Context: an optimization exercise on an open-source flow, tuned for small area. The choices shown serve that exercise and are no tape-out recipe. In this exercise RTL edits were held to simulation tests only and were not proved equivalent to the original. The clock input has no modelled driver; a real chip could not lean on it and would need a root buffer or a full tree. Power is estimated from default activity; no workload was simulated.

==> flow/design.v <==
package brfs_pkg;
    localparam logic [3:0] CMD_PUSH        = 4'd0;
    localparam logic [3:0] CMD_POP         = 4'd1;
    localparam logic [3:0] CMD_PEEK        = 4'd2;
    localparam logic [3:0] CMD_SEARCH      = 4'd3;
    localparam logic [3:0] CMD_SEARCH_CRLF = 4'd4;
    localparam logic [3:0] CMD_DROP_ONE    = 4'd5;
    localparam logic [3:0] CMD_ADVANCE     = 4'd6;
    localparam logic [3:0] CMD_DROP_CR     = 4'd7;
    localparam logic [3:0] CMD_DROP_CRLF   = 4'd8;
    localparam logic [3:0] CMD_EMPTY       = 4'd9;
    localparam logic [1:0] ST_OK        = 2'd0;
    localparam logic [1:0] ST_FULL      = 2'd1;
    localparam logic [1:0] ST_EMPTYBUF  = 2'd2;
    localparam logic [1:0] ST_NOT_FOUND = 2'd3;
    localparam logic [7:0] CH_CR     = 8'h0D;
    localparam logic [7:0] CH_LF     = 8'h0A;
endpackage
import brfs_pkg::*;
module brfs_cell (
    input  logic [7:0] byte_in,
    input  logic [7:0] key,
    output logic       key_hit,
    output logic       cr_hit,
    output logic       lf_hit
);
    assign key_hit = (byte_in == key);
    assign cr_hit  = (byte_in == CH_CR);
    assign lf_hit  = (byte_in == CH_LF);
endmodule
import brfs_pkg::*;
module byte_ring_fifo_with_search (
    input  logic               aclk,
    input  logic               aresetn,
    input  logic               s_valid,
    output logic               s_ready,
    input  logic [19:0]        s_data,
    output logic               m_valid,
    input  logic               m_ready,
    output logic [29:0]        m_data,
    input  logic               cfg_valid,
    output logic               cfg_ready,
    input  logic [6:0]         cfg_data
);
    localparam int N = 63;
    logic [8*N-1:0] ring;        
    logic [5:0]     pos;         
    logic [5:0]     fill_reg;    
    logic [5:0]     len_reg;     
    logic           mv_reg;      
    logic           go_reg;      
    logic           cr_found;    
    logic           rbv_reg;     
    logic [7:0]     val_reg;     
    logic [1:0]     sts_out;
    logic [7:0]     rb_out;
    logic [5:0]     fp_out;
    logic [3:0]     op;
    logic [7:0]     kb, kp, pb;
    logic [5:0]     free_cnt;
    logic           full, empty, eq_f, eq_p, at_end, act;
    logic           key_hit, cr_hit, lf_hit;
    logic           done, wr, rm, rm_keep, clr, inc, rb_ld, fp_ld, fp_keep;
    logic [1:0]     sts_n;
    logic [5:0]     cfg_len;
    assign op = s_data[19:16];
    assign kb = s_data[15:8];
    assign kp = s_data[7:0];
    assign pb = ring[8*N-1 -: 8];
    brfs_cell u_cmp (
        .byte_in(pb),
        .key    (kb),
        .key_hit(key_hit),
        .cr_hit (cr_hit),
        .lf_hit (lf_hit)
    );
    assign free_cnt = len_reg + ~fill_reg;     
    assign full     = (free_cnt == 6'd0);
    assign empty    = (fill_reg == 6'd0);
    assign eq_f     = (pos == fill_reg);
    assign eq_p     = (kp[7:6] == 2'b00) && (pos == kp[5:0]);
    assign at_end   = eq_f || (go_reg && pos == 6'd0);
    assign act      = s_valid && !mv_reg && (go_reg || pos == 6'd0);
    assign cr_found = go_reg && !(&val_reg[5:0]);
    always_comb begin
        done    = 1'b0;
        wr      = 1'b0;
        rm      = 1'b0;      
        rm_keep = 1'b0;      
        clr     = 1'b0;
        inc     = 1'b0;
        rb_ld   = 1'b0;
        fp_ld   = 1'b0;
        fp_keep = 1'b0;
                sts_n   = ST_OK;
        if (act) begin
            if (empty && op != CMD_PUSH && op <= CMD_DROP_CRLF) begin
                done  = 1'b1;
                sts_n = ST_EMPTYBUF;
            end else begin
                case (op)
                    CMD_PUSH: begin
                        if (full) begin
                            done  = 1'b1;
                            sts_n = ST_FULL;
                        end else if (eq_f) begin
                            done = 1'b1;
                            wr   = 1'b1;
                            inc  = 1'b1;
                        end
                    end
                    CMD_POP: begin
                        done  = 1'b1;
                        rm    = 1'b1;
                        rb_ld = 1'b1;
                    end
                    CMD_DROP_ONE: begin
                        done = 1'b1;
                        rm   = 1'b1;
                    end
                    CMD_PEEK: begin
                        if (at_end) begin
                            done  = 1'b1;
                            sts_n = ST_NOT_FOUND;
                        end else if (eq_p) begin
                            done  = 1'b1;
                            rb_ld = 1'b1;
                        end
                    end
                    CMD_SEARCH: begin
                        if (at_end || eq_p) begin
                            done  = 1'b1;
                            sts_n = ST_NOT_FOUND;
                        end else if (key_hit) begin
                            done  = 1'b1;
                            fp_ld = 1'b1;
                        end
                    end
                    CMD_SEARCH_CRLF, CMD_DROP_CRLF: begin
                        if (!cr_found) begin
                            if (at_end) begin
                                done  = 1'b1;
                                sts_n = ST_NOT_FOUND;
                            end else if (cr_hit) begin
                                fp_ld  = 1'b1;
                            end
                        end else begin
                            done = 1'b1;
                            if (!at_end && lf_hit) begin
                                fp_keep = 1'b1;
                                rm      = (op == CMD_DROP_CRLF);
                            end else begin
                                sts_n = ST_NOT_FOUND;
                            end
                        end
                    end
                    CMD_DROP_CR: begin
                        if (at_end) begin
                            done  = 1'b1;
                            sts_n = ST_NOT_FOUND;
                        end else if (cr_hit) begin
                            done  = 1'b1;
                            fp_ld = 1'b1;
                            rm    = 1'b1;
                        end
                    end
                    CMD_ADVANCE: begin
                        if (at_end) begin
                            done = 1'b1;
                            clr  = 1'b1;
                        end else if (eq_p) begin
                            done    = 1'b1;
                            rm      = 1'b1;
                            rm_keep = 1'b1;
                        end
                    end
                    CMD_EMPTY: begin
                        done = 1'b1;
                        clr  = 1'b1;
                    end
                    default: begin
                        done  = 1'b1;
                        sts_n = ST_NOT_FOUND;
                    end
                endcase
            end
        end
    end
    assign cfg_len = (cfg_data < 7'd2)   ? 6'd2 :
                     (cfg_data >= 7'd64) ? 6'd0 : cfg_data[5:0];
    assign s_ready   = done;
    assign cfg_ready = !mv_reg;
    assign m_valid   = mv_reg;
    assign sts_out   = rbv_reg ? ST_OK : val_reg[7:6];
    assign rb_out    = rbv_reg ? val_reg : 8'd0;
    assign fp_out    = rbv_reg ? 6'd63 : val_reg[5:0];
    assign m_data    = {sts_out, rb_out, {2{&fp_out}}, fp_out, fill_reg, free_cnt};
    always_ff @(posedge aclk) begin
        ring <= {ring[8*N-9:0], wr ? kb : pb};
    end
    always_ff @(posedge aclk) begin
        if (!aresetn) begin
            pos <= 6'd0;
        end else if (rm) begin
            pos <= {5'd0, rm_keep};
        end else if (pos == 6'd62) begin
            pos <= 6'd0;
        end else begin
            pos <= pos + 6'd1;
        end
    end
    always_ff @(posedge aclk) begin
        if (!aresetn) begin
            fill_reg <= 6'd0;
            len_reg  <= 6'd0;
            mv_reg   <= 1'b0;
        end else begin
            if (cfg_valid && !mv_reg) begin
                len_reg  <= cfg_len;
                fill_reg <= 6'd0;
            end else if (clr) begin
                fill_reg <= 6'd0;
            end else begin
                fill_reg <= fill_reg + (rm ? ~pos : 6'd0) + {5'd0, inc | rm_keep};
            end
            mv_reg <= mv_reg ? !m_ready : done;
        end
    end
    always_ff @(posedge aclk) begin
        go_reg <= act && !done;
        if (!mv_reg) begin
            rbv_reg       <= rb_ld;
            val_reg[7:6]  <= rb_ld ? pb[7:6] : sts_n;
            if (rb_ld) begin
                val_reg[5:0] <= pb[5:0];
            end else if (fp_ld) begin
                val_reg[5:0] <= pos;
            end else if (!fp_keep) begin
                val_reg[5:0] <= 6'd63;
            end
        end
    end
endmodule
==> flow/config.mk <==
export PLATFORM = sky130hd
export DESIGN_NAME = byte_ring_fifo_with_search
export DESIGN_NICKNAME = byte_ring_fifo_with_search
export VERILOG_FILES = /design/flow/design.v
export SDC_FILE = /design/flow/constraint.sdc
export NUM_CORES = 4
export LEC_CHECK = 0
export CAP_MARGIN = 20
export CORE_MARGIN = 2
export CORE_UTILIZATION = 65
export PLACE_DENSITY = 0.8
export SLEW_MARGIN = 20
==> flow/constraint.sdc <==
create_clock -name core_clock -period 7.0 [get_ports {aclk}]
set_input_delay 1.4000 -clock core_clock [delete_from_list [all_inputs] [get_ports {aclk}]]
set_output_delay 1.4000 -clock core_clock [all_outputs]
set_load 0.01 [all_outputs]
standard.sh (not shown) runs the stock make flow with config.mk's settings and CLKGATE_MAP_FILE= SYNTH_SCRIPT=/design/flow/synth_recipe.tcl, a recipe that flattens the netlist after the stock synthesis.
==> flow/flow/run.sh <==
#!/bin/bash
# Own layout flow: the standard synthesis unchanged, then an area-oriented remapping of the
# combinational logic only (registers, their names and cell types untouched), then the rest of
# the standard layout with the smallest buffer cell on the ports and the clock tree built
# by flow/cts_tree.tcl. Every tool writes its full output to a log in this folder.
set -euo pipefail
WORK=$(pwd)
RES=$WORK/orfs/results/$FLOW_PLATFORM/byte_ring_fifo_with_search/base
LIB=$FLOW_HOME/platforms/$FLOW_PLATFORM/lib/sky130_fd_sc_hd__tt_025C_1v80.lib

bash standard.sh synth > standard_synth.log 2>&1

cp "$RES/1_2_yosys.v" "$WORK/std_synth.v"
sed -e "s#@LIB@#$LIB#g" -e "s#@TOP@#$FLOW_TOP#g" -e "s#@IN@#$WORK/std_synth.v#g" \
    -e "s#@OUT@#$WORK/resyn.v#g" -e "s#@ABC@#$WORK/flow/area.abc#g" flow/resyn.ys > resyn.ys
${YOSYS_EXE:-yosys} -s resyn.ys > resyn.log 2>&1
# the remapped netlist must do what the standard one does, register by register
sed -e "s#@LIB@#$LIB#g" -e "s#@TOP@#$FLOW_TOP#g" -e "s#@GOLD@#$WORK/std_synth.v#g" \
    -e "s#@GATE@#$WORK/resyn.v#g" flow/equiv.ys > equiv.ys
${YOSYS_EXE:-yosys} -s equiv.ys > equiv.log 2>&1
cp "$WORK/resyn.v" "$RES/1_2_yosys.v"
rm -f "$RES/1_synth.odb" "$RES/1_synth.sdc"

export BUFFER_PORTS_ARGS="-buffer_cell sky130_fd_sc_hd__buf_1"
export PRE_CTS_TCL=$WORK/flow/cts_tree.tcl
export CLK_TREE_BUF=sky130_fd_sc_hd__clkbuf_16
export CLK_GROUP_MAX=34
export CLK_ROOTS=2
export CLK_ROOT_BUF=sky130_fd_sc_hd__clkbuf_8
bash standard.sh > standard_flow.log 2>&1
==> flow/flow/area.abc <==
strash
&get -n
&deepsyn -T 180
&put
dch -f
amap
==> flow/flow/cts_tree.tcl <==
# Clock tree built in place of TritonCTS (sourced as the PRE_CTS hook of ORFS's cts step).
# The clock port drives CLK_ROOTS root buffers (CLK_ROOT_BUF, else CLK_TREE_BUF); they drive one leaf buffer per group of
# flip-flops, with at most CLK_GROUP_MAX flip-flops in a group. Groups (of flip-flops, and of
# leaf buffers for the roots) come from cutting the placed cells across their wider side, in
# proportion to the number of groups on each side, so that groups are compact and even. Each
# buffer sits at the centre of what it drives; the detailed placement that follows in cts.tcl
# legalizes it.
set block [ord::get_db_block]
set db [ord::get_db]
set buf_master [$db findMaster $::env(CLK_TREE_BUF)]
set root_master $buf_master
if { [info exists ::env(CLK_ROOT_BUF)] } {
  set root_master [$db findMaster $::env(CLK_ROOT_BUF)]
}
set group_max $::env(CLK_GROUP_MAX)
set n_roots $::env(CLK_ROOTS)

set clk_port [lindex [get_property [lindex [all_clocks] 0] sources] 0]
set clk_net [$block findNet [get_full_name $clk_port]]

set sinks {}
foreach it [$clk_net getITerms] {
  if { [$it isInputSignal] } {
    set bb [[$it getInst] getBBox]
    lappend sinks [list $it [expr {([$bb xMin] + [$bb xMax]) / 2}] [expr {([$bb yMin] + [$bb yMax]) / 2}]]
  }
}
puts "clock tree: [llength $sinks] sinks on [$clk_net getName]"

# split items ({obj x y} lists) into k groups
proc split_groups { items k } {
  if { $k <= 1 } {
    return [list $items]
  }
  set xs [lmap i $items {lindex $i 1}]
  set ys [lmap i $items {lindex $i 2}]
  set dx [expr {[tcl::mathfunc::max {*}$xs] - [tcl::mathfunc::min {*}$xs]}]
  set dy [expr {[tcl::mathfunc::max {*}$ys] - [tcl::mathfunc::min {*}$ys]}]
  set key [expr {$dx >= $dy ? 1 : 2}]
  set sorted [lsort -integer -index $key $items]
  set k1 [expr {$k / 2}]
  set cut [expr {([llength $sorted] * $k1 + $k / 2) / $k}]
  return [concat [split_groups [lrange $sorted 0 [expr {$cut - 1}]] $k1] \
                 [split_groups [lrange $sorted $cut end] [expr {$k - $k1}]]]
}

proc centre { items } {
  set sx 0
  set sy 0
  foreach i $items {
    set sx [expr {$sx + [lindex $i 1]}]
    set sy [expr {$sy + [lindex $i 2]}]
  }
  set n [llength $items]
  return [list [expr {$sx / $n}] [expr {$sy / $n}]]
}

proc place_at { inst xy } {
  set m [$inst getMaster]
  $inst setLocation [expr {[lindex $xy 0] - [$m getWidth] / 2}] [expr {[lindex $xy 1] - [$m getHeight] / 2}]
  $inst setPlacementStatus PLACED
}

set n_leaves [expr {([llength $sinks] + $group_max - 1) / $group_max}]
set leaves {}
set n 0
foreach g [split_groups $sinks $n_leaves] {
  set inst [odb::dbInst_create $block $buf_master clkbuf_leaf_$n]
  set net [odb::dbNet_create $block clk_leaf_$n]
  $net setSigType CLOCK
  foreach i $g {
    set it [lindex $i 0]
    $it disconnect
    $it connect $net
  }
  [$inst findITerm X] connect $net
  set xy [centre $g]
  place_at $inst $xy
  lappend leaves [list $inst {*}$xy]
  puts "clock tree: clkbuf_leaf_$n drives [llength $g] sinks"
  incr n
}
set r 0
foreach g [split_groups $leaves $n_roots] {
  set root [odb::dbInst_create $block $root_master clkbuf_root_$r]
  set net [odb::dbNet_create $block clk_root_$r]
  $net setSigType CLOCK
  [$root findITerm A] connect $clk_net
  [$root findITerm X] connect $net
  foreach i $g {
    [[lindex $i 0] findITerm A] connect $net
  }
  place_at $root [centre $g]
  puts "clock tree: clkbuf_root_$r drives [llength $g] leaf buffers"
  incr r
}

# the tree is built: make the step's call to TritonCTS only switch to propagated clocks
proc clock_tree_synthesis { args } {
  set_propagated_clock [all_clocks]
}
Other scripts of this flow, unchanged in this note and not shown: flow/flow/equiv.ys, flow/flow/resyn.ys
The baseline completed without violations.
Next try:
--- a/flow/flow/run.sh
+++ b/flow/flow/run.sh
@@ -26,5 +26,4 @@
 export CLK_TREE_BUF=sky130_fd_sc_hd__clkbuf_16
-export CLK_GROUP_MAX=34
+export CLK_GROUP_MAX=39
 export CLK_ROOTS=2
-export CLK_ROOT_BUF=sky130_fd_sc_hd__clkbuf_8
 bash standard.sh > standard_flow.log 2>&1
==> flow/flow/area.abc (replaced) <==
strash
&get -n
&deepsyn -T 60
&put
dch -f
amap
--- a/flow/flow/cts_tree.tcl
+++ b/flow/flow/cts_tree.tcl
@@ -1,3 +1,3 @@
 # Clock tree built in place of TritonCTS (sourced as the PRE_CTS hook of ORFS's cts step).
-# The clock port drives CLK_ROOTS root buffers (CLK_ROOT_BUF, else CLK_TREE_BUF); they drive one leaf buffer per group of
+# The clock port drives CLK_ROOTS root buffers; they drive one leaf buffer per group of
 # flip-flops, with at most CLK_GROUP_MAX flip-flops in a group. Groups (of flip-flops, and of
@@ -10,6 +10,2 @@
 set buf_master [$db findMaster $::env(CLK_TREE_BUF)]
-set root_master $buf_master
-if { [info exists ::env(CLK_ROOT_BUF)] } {
-  set root_master [$db findMaster $::env(CLK_ROOT_BUF)]
-}
 set group_max $::env(CLK_GROUP_MAX)
@@ -84,3 +80,3 @@
 foreach g [split_groups $leaves $n_roots] {
-  set root [odb::dbInst_create $block $root_master clkbuf_root_$r]
+  set root [odb::dbInst_create $block $buf_master clkbuf_root_$r]
   set net [odb::dbNet_create $block clk_root_$r]
=> The changed run completed without violations. Worst setup slack got worse by 0.28 ns. Combinational power shrinks by about 6%. Wire length shrinks by 3.9%. Total power shrinks by 0.87%. Via count grows by 2.0%. Fmax shrinks by 5.1%. Flip-flop and latch count does not change. Clock skew shrinks by 0.0063 ns. Design area barely changes.
Next try:
--- a/flow/flow/run.sh
+++ b/flow/flow/run.sh
@@ -26,3 +26,3 @@
 export CLK_TREE_BUF=sky130_fd_sc_hd__clkbuf_16
-export CLK_GROUP_MAX=39
+export CLK_GROUP_MAX=34
 export CLK_ROOTS=2
==> flow/flow/area.abc (replaced) <==
strash
&get -n
&deepsyn -T 180
&put
dch -f
amap
=> The new run passed the timing, design-rule and antenna checks. Cell area goes up by 0.32%. Setup slack improved by 0.22 ns. Area after synthesis is about the same. Final cell count shrinks by 0.53%. Critical path depth fell by 1. Core utilization goes up by 0.22 points. Die area barely changes. Sequential share of layout area decreases by 0.26 points. Routed wire length increases by 5.0%. Sequential cell count stays the same. Register-to-register slack improved by 0.65 ns.
Next try:
==> flow/flow/area.abc (replaced) <==
strash
&get -n
&deepsyn -T 60
&put
dch -f
amap
Effect: The new run produced a clean layout. Wire length shrinks by 5.2%. Sequential share of layout area stays flat. Power is lower by 0.50%.
Next try:
--- a/flow/flow/run.sh
+++ b/flow/flow/run.sh
@@ -28,2 +28,3 @@
 export CLK_ROOTS=2
+export CLK_ROOT_BUF=sky130_fd_sc_hd__clkbuf_8
 bash standard.sh > standard_flow.log 2>&1
--- a/flow/flow/cts_tree.tcl
+++ b/flow/flow/cts_tree.tcl
@@ -1,3 +1,3 @@
 # Clock tree built in place of TritonCTS (sourced as the PRE_CTS hook of ORFS's cts step).
-# The clock port drives CLK_ROOTS root buffers; they drive one leaf buffer per group of
+# The clock port drives CLK_ROOTS root buffers (CLK_ROOT_BUF, else CLK_TREE_BUF); they drive one leaf buffer per group of
 # flip-flops, with at most CLK_GROUP_MAX flip-flops in a group. Groups (of flip-flops, and of
@@ -10,2 +10,6 @@
 set buf_master [$db findMaster $::env(CLK_TREE_BUF)]
+set root_master $buf_master
+if { [info exists ::env(CLK_ROOT_BUF)] } {
+  set root_master [$db findMaster $::env(CLK_ROOT_BUF)]
+}
 set group_max $::env(CLK_GROUP_MAX)
@@ -80,3 +84,3 @@
 foreach g [split_groups $leaves $n_roots] {
-  set root [odb::dbInst_create $block $buf_master clkbuf_root_$r]
+  set root [odb::dbInst_create $block $root_master clkbuf_root_$r]
   set net [odb::dbNet_create $block clk_root_$r]
Final cell count is unchanged.
Core utilization is lower by 0.12 points.
Setup slack loses 0.014 ns.
Global-route usage is lower by 0.11 points.
In every run of this note, the design's own scripts or RTL, not TritonCTS, make the clock network.

[static timing again, ports no longer ideal]
No port has a modelled driver above. Below, the same layouts with a new extraction and two added sets of constraints.
Step 1 sets driving cells, clkbuf_16 on the clock port and buf_2 on the other inputs (assumed; they add their load-dependent delay and slew).
Step 2 times the ports against the registers' clock, not the clock port: input delays grow and output delays shrink by t, the midpoint of the rising clock arrivals with the driver on.
Slacks: no drivers / after step 1 / after step 2; pairs: no drivers / after step 1.
| run | t (ns) | slack for setup (ns) | clock arrival spread, ns | cell pins on the clock port's net |
|---|---|---|---|---|
| the first run | 0.494 | 1.870 / 1.848 / 1.412 | 0.026 / 0.026 | 2 |
| the second run | 0.440 | 1.594 / 1.594 / 1.283 | 0.015 / 0.015 | 2 |
| the third run | 0.438 | 1.815 / 1.849 / 1.411 | 0.020 / 0.020 | 2 |
| the fourth run | 0.439 | 1.649 / 1.649 / 1.331 | 0.032 / 0.032 | 2 |
| the fifth run | 0.496 | 1.635 / 1.635 / 1.342 | 0.037 / 0.037 | 2 |
After both steps every run listed still meets setup and hold. For the first run, which loses most, drivers alone change the setup slack by -0.022 ns; drivers and shift together by -0.458 ns.
